What follows belongs to an exercise in optimizing a design on an open flow for small area, a short achievable clock period and few clock cycles; a production flow would make more cautious choices. The RTL was checked by simulation tests, not by an equivalence proof against the original design. No activity file was given, so power comes from the tool's default toggle rates.

wip/indigo:
==> flow/design.v <==
`default_nettype none
package dcachePkg;
   localparam int wordWidth  = 32;
   localparam int tagWidth   = 26;
   localparam int indexWidth = 3;
   localparam int numSets    = 8;
   localparam int byteBits   = 2;
   typedef logic [wordWidth-1:0]  word_t;
   typedef logic [tagWidth-1:0]   tag_t;
   typedef logic [indexWidth-1:0] index_t;
   typedef logic [2*wordWidth-1:0] block_t;      
   typedef enum logic [3:0] {
      idle,
      wbWord0,
      wbWord1,          
      fillWord0,
      fillWord1,        
      mergeFetch,       
      install,
      writeHit,
      respond,
      flushWay0Word0,
      flushWay0Word1,
      flushWay1Word0,
      flushWay1Word1,
      flushNext,
      flushed
   } cacheState_t;
endpackage
`default_nettype wire
`timescale 1ns/1ps
`default_nettype none
module dcache
(
   input  logic  CLK,
   input  logic  nRST,
   input  logic  dmemREN,
   input  logic  dmemWEN,
   input  dcachePkg::word_t dmemaddr,
   input  dcachePkg::word_t dmemstore,
   input  logic  halt,
   output logic  dhit,
   output dcachePkg::word_t dmemload,
   output logic  flushed,
   output logic  dREN,
   output logic  dWEN,
   output dcachePkg::word_t daddr,
   output dcachePkg::word_t dstore,
   input  logic  dwait,
   input  dcachePkg::word_t dload
);
   localparam logic [2:0] IDLE   = 3'd0,    
                          LOOK   = 3'd1,    
                          WB1    = 3'd2,    
                          RO     = 3'd3,    
                          RR     = 3'd4,    
                          FSTART = 3'd5,    
                          FW0    = 3'd6,    
                          FW1    = 3'd7;    
   logic [2:0]  state;
   logic        flushedR;
   logic        hitR, hitWayR, vwayR, vdirtyR;
   logic [4:0]  ent;                
   logic [25:0] atag;
   logic [2:0]  aidx;
   logic        off;
   logic        req;
   assign atag = dmemaddr[31:6];
   assign aidx = dmemaddr[5:3];
   assign off  = dmemaddr[2];
   assign req  = dmemREN | dmemWEN;
   logic [25:0] tagArr  [16];
   logic [31:0] dataArr [32];
   logic [15:0] validArr;
   logic [15:0] dirtyArr;
   logic [7:0]  lruArr;             
   logic [7:0]  setDirty;
   logic [2:0]  fs;
   logic        fw, anyDirty;
   assign setDirty = dirtyArr[7:0] | dirtyArr[15:8];
   assign anyDirty = |setDirty;
   always_comb
   begin
      fs = 3'd0;
      for (int s = 7; s >= 0; s--)
         if (setDirty[s])
            fs = 3'(s);
   end
   assign fw = !dirtyArr[{1'b0, fs}];
   logic       flushing;
   logic [2:0] idx;
   logic [7:0] asel, isel;
   assign flushing = state[2] && (state[1] || state[0]);
   assign idx      = flushing ? fs : aidx;
   always_comb
      for (int s = 0; s < 8; s++)
      begin
         asel[s] = (aidx == 3'(s));
         isel[s] = (idx == 3'(s));
      end
   logic [25:0] t0, t1;
   always_comb
   begin
      t0 = '0;
      t1 = '0;
      for (int s = 0; s < 8; s++)
      begin
         t0 = t0 | (tagArr[s]     & {26{isel[s]}});
         t1 = t1 | (tagArr[8 + s] & {26{isel[s]}});
      end
   end
   logic [7:0] victimDirty;
   always_comb
      for (int s = 0; s < 8; s++)
         victimDirty[s] = lruArr[s] ? dirtyArr[8 + s] : dirtyArr[s];
   logic match0, match1, hit, lru, vdirty;
   assign match0 = |(validArr[7:0] & isel) && (t0 == atag);
   assign match1 = |(validArr[15:8] & isel) && (t1 == atag);
   assign hit    = match0 || match1;
   assign lru    = |(lruArr & asel);
   assign vdirty = |(victimDirty & asel);
   logic [31:0] w00, w01, w10, w11;    
   always_comb
   begin
      w00 = '0;
      w01 = '0;
      w10 = '0;
      w11 = '0;
      for (int s = 0; s < 8; s++)
      begin
         w00 = w00 | (dataArr[{1'b0, 3'(s), 1'b0}] & {32{isel[s]}});
         w01 = w01 | (dataArr[{1'b0, 3'(s), 1'b1}] & {32{isel[s]}});
         w10 = w10 | (dataArr[{1'b1, 3'(s), 1'b0}] & {32{isel[s]}});
         w11 = w11 | (dataArr[{1'b1, 3'(s), 1'b1}] & {32{isel[s]}});
      end
   end
   logic [31:0] esel;
   logic [15:0] bsel;
   always_comb
   begin
      for (int e = 0; e < 32; e++)
         esel[e] = (ent == 5'(e));
      for (int b = 0; b < 16; b++)
         bsel[b] = esel[2*b] | esel[2*b + 1];
   end
   logic [31:0] wordR;
   logic [25:0] vtagR;              
   logic look, missWB, missRd, isWB;
   assign look   = (state == LOOK);
   assign missWB = look && !hitR && vdirtyR;
   assign missRd = look && !hitR && !vdirtyR;
   assign isWB   = missWB || state == WB1 || state == FW0 || state == FW1;
   assign dWEN   = isWB;
   assign dREN   = missRd || state == RO || state == RR;
   assign daddr  = {isWB ? vtagR : atag, ent[3:0], 2'b00};
   assign dstore = wordR;
   logic fetchDone, missLast;
   assign fetchDone = !dwait && dREN;
   assign missLast  = !dwait && (((missRd || state == RO) && dmemWEN) || state == RR);
   assign dhit     = req && ((look && hitR) || missLast);
   assign dmemload = (state == RR) ? dload : wordR;
   assign flushed  = flushedR;
   always_ff @(posedge CLK, negedge nRST)
   begin
      if (!nRST)
      begin
         state    <= IDLE;
         flushedR <= 1'b0;
      end
      else
         case (state)
            IDLE:
               if (halt)
                  state <= FSTART;
               else if (req)
                  state <= LOOK;
            LOOK:
               if (hitR)
                  state <= IDLE;
               else if (!dwait)
                  state <= vdirtyR ? WB1 : (dmemWEN ? IDLE : RR);
            WB1:
               if (!dwait)
                  state <= RO;
            RO:
               if (!dwait)
                  state <= dmemWEN ? IDLE : RR;
            RR:
               if (!dwait)
                  state <= IDLE;
            FSTART:
               if (anyDirty)
                  state <= FW0;
               else
                  flushedR <= 1'b1;
            FW0:
               if (!dwait)
                  state <= FW1;
            default:
               if (!dwait)
                  state <= FSTART;
         endcase
   end
   always_ff @(posedge CLK)
      vtagR <= (flushing ? fw : lru) ? t1 : t0;
   always_ff @(posedge CLK)
      if (state == IDLE)
      begin
         if (hit)
            wordR <= match0 ? (off ? w01 : w00) : (off ? w11 : w10);
         else
            wordR <= lru ? w10 : w00;
      end
      else if (state == FSTART)
         wordR <= fw ? w10 : w00;
      else if (!dwait && (missWB || state == FW0))
         wordR <= (flushing ? fw : vwayR) ? w11 : w01;
   always_ff @(posedge CLK)
   begin
      if (state == IDLE)
      begin
         hitR    <= hit;
         hitWayR <= !match0;
         vwayR   <= lru;
         vdirtyR <= vdirty;
      end
      case (state)
         IDLE:
            ent <= hit ? {!match0, aidx, off} : {lru, aidx, vdirty ? 1'b0 : !off};
         LOOK:
            if (!dwait)
               ent <= {vwayR, aidx, vdirtyR ? 1'b1 : off};
         WB1:
            if (!dwait)
               ent <= {vwayR, aidx, !off};
         RO:
            if (!dwait)
               ent <= {vwayR, aidx, off};
         FSTART:
            ent <= {fw, fs, 1'b0};
         FW0:
            if (!dwait)
               ent <= {fw, fs, 1'b1};
         default: ;
      endcase
   end
   logic hitWrite, storeMiss, done;
   logic [31:0] wdata0, wdata1;
   assign hitWrite  = look && hitR && dmemWEN;
   assign storeMiss = missLast && dmemWEN;             
   assign done      = missLast;
   assign wdata0    = (dmemWEN && !off) ? dmemstore : dload;
   assign wdata1    = (dmemWEN &&  off) ? dmemstore : dload;
   always_ff @(posedge CLK)
   begin
      for (int e = 0; e < 32; e++)
         if ((esel[e] && (fetchDone || hitWrite)) || (esel[e ^ 1] && storeMiss))
            dataArr[e] <= e[0] ? wdata1 : wdata0;
      for (int b = 0; b < 16; b++)
         if (done && b[3] == vwayR && asel[b % 8])
            tagArr[b] <= atag;
   end
   always_ff @(posedge CLK, negedge nRST)
   begin
      if (!nRST)
      begin
         validArr <= '0;
         dirtyArr <= '0;
         lruArr   <= '0;
      end
      else
      begin
         for (int b = 0; b < 16; b++)
         begin
            if (done && b[3] == vwayR && asel[b % 8])
            begin
               validArr[b] <= 1'b1;
               dirtyArr[b] <= dmemWEN;
            end
            if (hitWrite && bsel[b])
               dirtyArr[b] <= 1'b1;
            if (state == FW1 && !dwait && bsel[b])
               dirtyArr[b] <= 1'b0;
         end
         for (int s = 0; s < 8; s++)
            if (asel[s])
            begin
               if (done)
                  lruArr[s] <= !vwayR;
               if (look && hitR)
                  lruArr[s] <= !hitWayR;
            end
      end
   end
endmodule
`default_nettype wire
==> flow/config.mk <==
export PLATFORM = sky130hd
export DESIGN_NAME = dcache
export DESIGN_NICKNAME = dcache
export VERILOG_FILES = /design/flow/design.v
export SDC_FILE = /design/flow/constraint.sdc
export NUM_CORES = 4
export LEC_CHECK = 0
export CAP_MARGIN = 20
export CORE_MARGIN = 2
export CORE_UTILIZATION = 50
export PLACE_DENSITY = 0.65
export SETUP_SLACK_MARGIN = 5
export SLEW_MARGIN = 20
export TNS_END_PERCENT = 0
==> flow/constraint.sdc <==
create_clock -name core_clock -period 9.0 [get_ports {CLK}]
set_input_delay 1.8000 -clock core_clock [delete_from_list [all_inputs] [get_ports {CLK}]]
set_output_delay 1.8000 -clock core_clock [all_outputs]
set_load 0.01 [all_outputs]
run.sh (not shown) runs the stock make flow with config.mk's settings and CLKGATE_MAP_FILE= SYNTH_SCRIPT=/design/flow/synth_recipe.tcl, a recipe that flattens the netlist after the stock synthesis.
wip/indigo finished end to end and its layout was clean on timing, DRC and antenna.
Testbench counts of wip/indigo, summed over its fixed seeds: cycles 68,421.
Setup changes, wip/indigo to wip/violet
diff --git a/flow/design.v b/flow/design.v
--- a/flow/design.v
+++ b/flow/design.v
@@ -85,40 +85,41 @@
       for (int s = 7; s >= 0; s--)
          if (setDirty[s])
             fs = 3'(s);
    end
    assign fw = !dirtyArr[{1'b0, fs}];
    logic       flushing;
-   logic [2:0] idx;
-   logic [7:0] asel, isel;
+   logic [7:0] asel, fsel, isel;
    assign flushing = state[2] && (state[1] || state[0]);
-   assign idx      = flushing ? fs : aidx;
-   always_comb
-      for (int s = 0; s < 8; s++)
-      begin
+   assign fsel     = setDirty & ~(setDirty - 8'd1);           
+   always_comb
+      for (int s = 0; s < 8; s++)
          asel[s] = (aidx == 3'(s));
-         isel[s] = (idx == 3'(s));
-      end
+   assign isel = flushing ? fsel : asel;
    logic [25:0] t0, t1;
    always_comb
    begin
       t0 = '0;
       t1 = '0;
       for (int s = 0; s < 8; s++)
       begin
          t0 = t0 | (tagArr[s]     & {26{isel[s]}});
          t1 = t1 | (tagArr[8 + s] & {26{isel[s]}});
       end
    end
+   logic [15:0] tagEq;
+   always_comb
+      for (int e = 0; e < 16; e++)
+         tagEq[e] = validArr[e] && (tagArr[e] == atag);
    logic [7:0] victimDirty;
    always_comb
       for (int s = 0; s < 8; s++)
          victimDirty[s] = lruArr[s] ? dirtyArr[8 + s] : dirtyArr[s];
    logic match0, match1, hit, lru, vdirty;
-   assign match0 = |(validArr[7:0] & isel) && (t0 == atag);
-   assign match1 = |(validArr[15:8] & isel) && (t1 == atag);
+   assign match0 = |(tagEq[7:0] & asel);
+   assign match1 = |(tagEq[15:8] & asel);
    assign hit    = match0 || match1;
    assign lru    = |(lruArr & asel);
    assign vdirty = |(victimDirty & asel);
    logic [31:0] w00, w01, w10, w11;    
    always_comb
    begin
@@ -202,37 +203,34 @@
          endcase
    end
    always_ff @(posedge CLK)
       vtagR <= (flushing ? fw : lru) ? t1 : t0;
    always_ff @(posedge CLK)
       if (state == IDLE)
-      begin
-         if (hit)
-            wordR <= match0 ? (off ? w01 : w00) : (off ? w11 : w10);
-         else
-            wordR <= lru ? w10 : w00;
-      end
+         wordR <= (match0 || (!match1 && !lru)) ? (off ? w01 : w00) : (off ? w11 : w10);
       else if (state == FSTART)
          wordR <= fw ? w10 : w00;
-      else if (!dwait && (missWB || state == FW0))
-         wordR <= (flushing ? fw : vwayR) ? w11 : w01;
+      else if (!dwait && missWB)
+         wordR <= vwayR ? (off ? w10 : w11) : (off ? w00 : w01);
+      else if (!dwait && state == FW0)
+         wordR <= fw ? w11 : w01;
    always_ff @(posedge CLK)
    begin
       if (state == IDLE)
       begin
          hitR    <= hit;
          hitWayR <= !match0;
          vwayR   <= lru;
          vdirtyR <= vdirty;
       end
       case (state)
          IDLE:
-            ent <= hit ? {!match0, aidx, off} : {lru, aidx, vdirty ? 1'b0 : !off};
+            ent <= hit ? {!match0, aidx, off} : {lru, aidx, vdirty ? off : !off};
          LOOK:
             if (!dwait)
-               ent <= {vwayR, aidx, vdirtyR ? 1'b1 : off};
+               ent <= {vwayR, aidx, vdirtyR ? !off : off};
          WB1:
             if (!dwait)
                ent <= {vwayR, aidx, !off};
          RO:
             if (!dwait)
                ent <= {vwayR, aidx, off};
Results
wip/violet finished every step from synthesis to the final layout, and the layout passed the timing, DRC and antenna checks. From wip/indigo to wip/violet the numbers moved as follows: clock group share of total power went up by 5.5 points, number of standard cells in the layout, taps in and fillers out went up by about 3%, peak ir drop on the vdd network went down by 21%, average via count per standard cell went down by about 1.2%. Taking wip/indigo over wip/violet, the number of clock buffer instances in the layout ratio works out to 1.06. Between wip/violet and wip/indigo, area fraction of clock buffers and clock inverters is higher for wip/violet, wip/indigo comes in under that.
Testbench counts of wip/violet, summed over its fixed seeds: cycles 68,421.

==> re-timing with driven ports <==
The flow's constraints put no driver on any port. The routed layouts listed below were extracted and timed again, unchanged, in two steps. Step 1 assumes that a clkbuf_16 drives the clock port and a buf_2 every other input. Step 2 moves the port delays by t, midway between the first and last clock arrival at a register: inputs arrive t later, outputs are due t later. That takes back most of the time a late clock gives input paths. Slacks: ideal / step 1 / step 2; pairs: ideal / step 1.
run | shift t [ns] | slack for setup (ns) | hold WS [ns] | clock arrival spread, ns
wip/indigo | 0.851 | 3.992 / 4.008 / 3.157 | 0.466 / 0.466 / 0.466 | 0.042 / 0.042
wip/violet | 0.856 | 4.470 / 4.486 / 3.665 | 0.472 / 0.472 / 0.472 | 0.043 / 0.042
After both steps every run listed still meets setup and hold. The setup slack of wip/indigo, which loses most, moves by +0.016 ns with the drivers and by -0.835 ns with both steps.
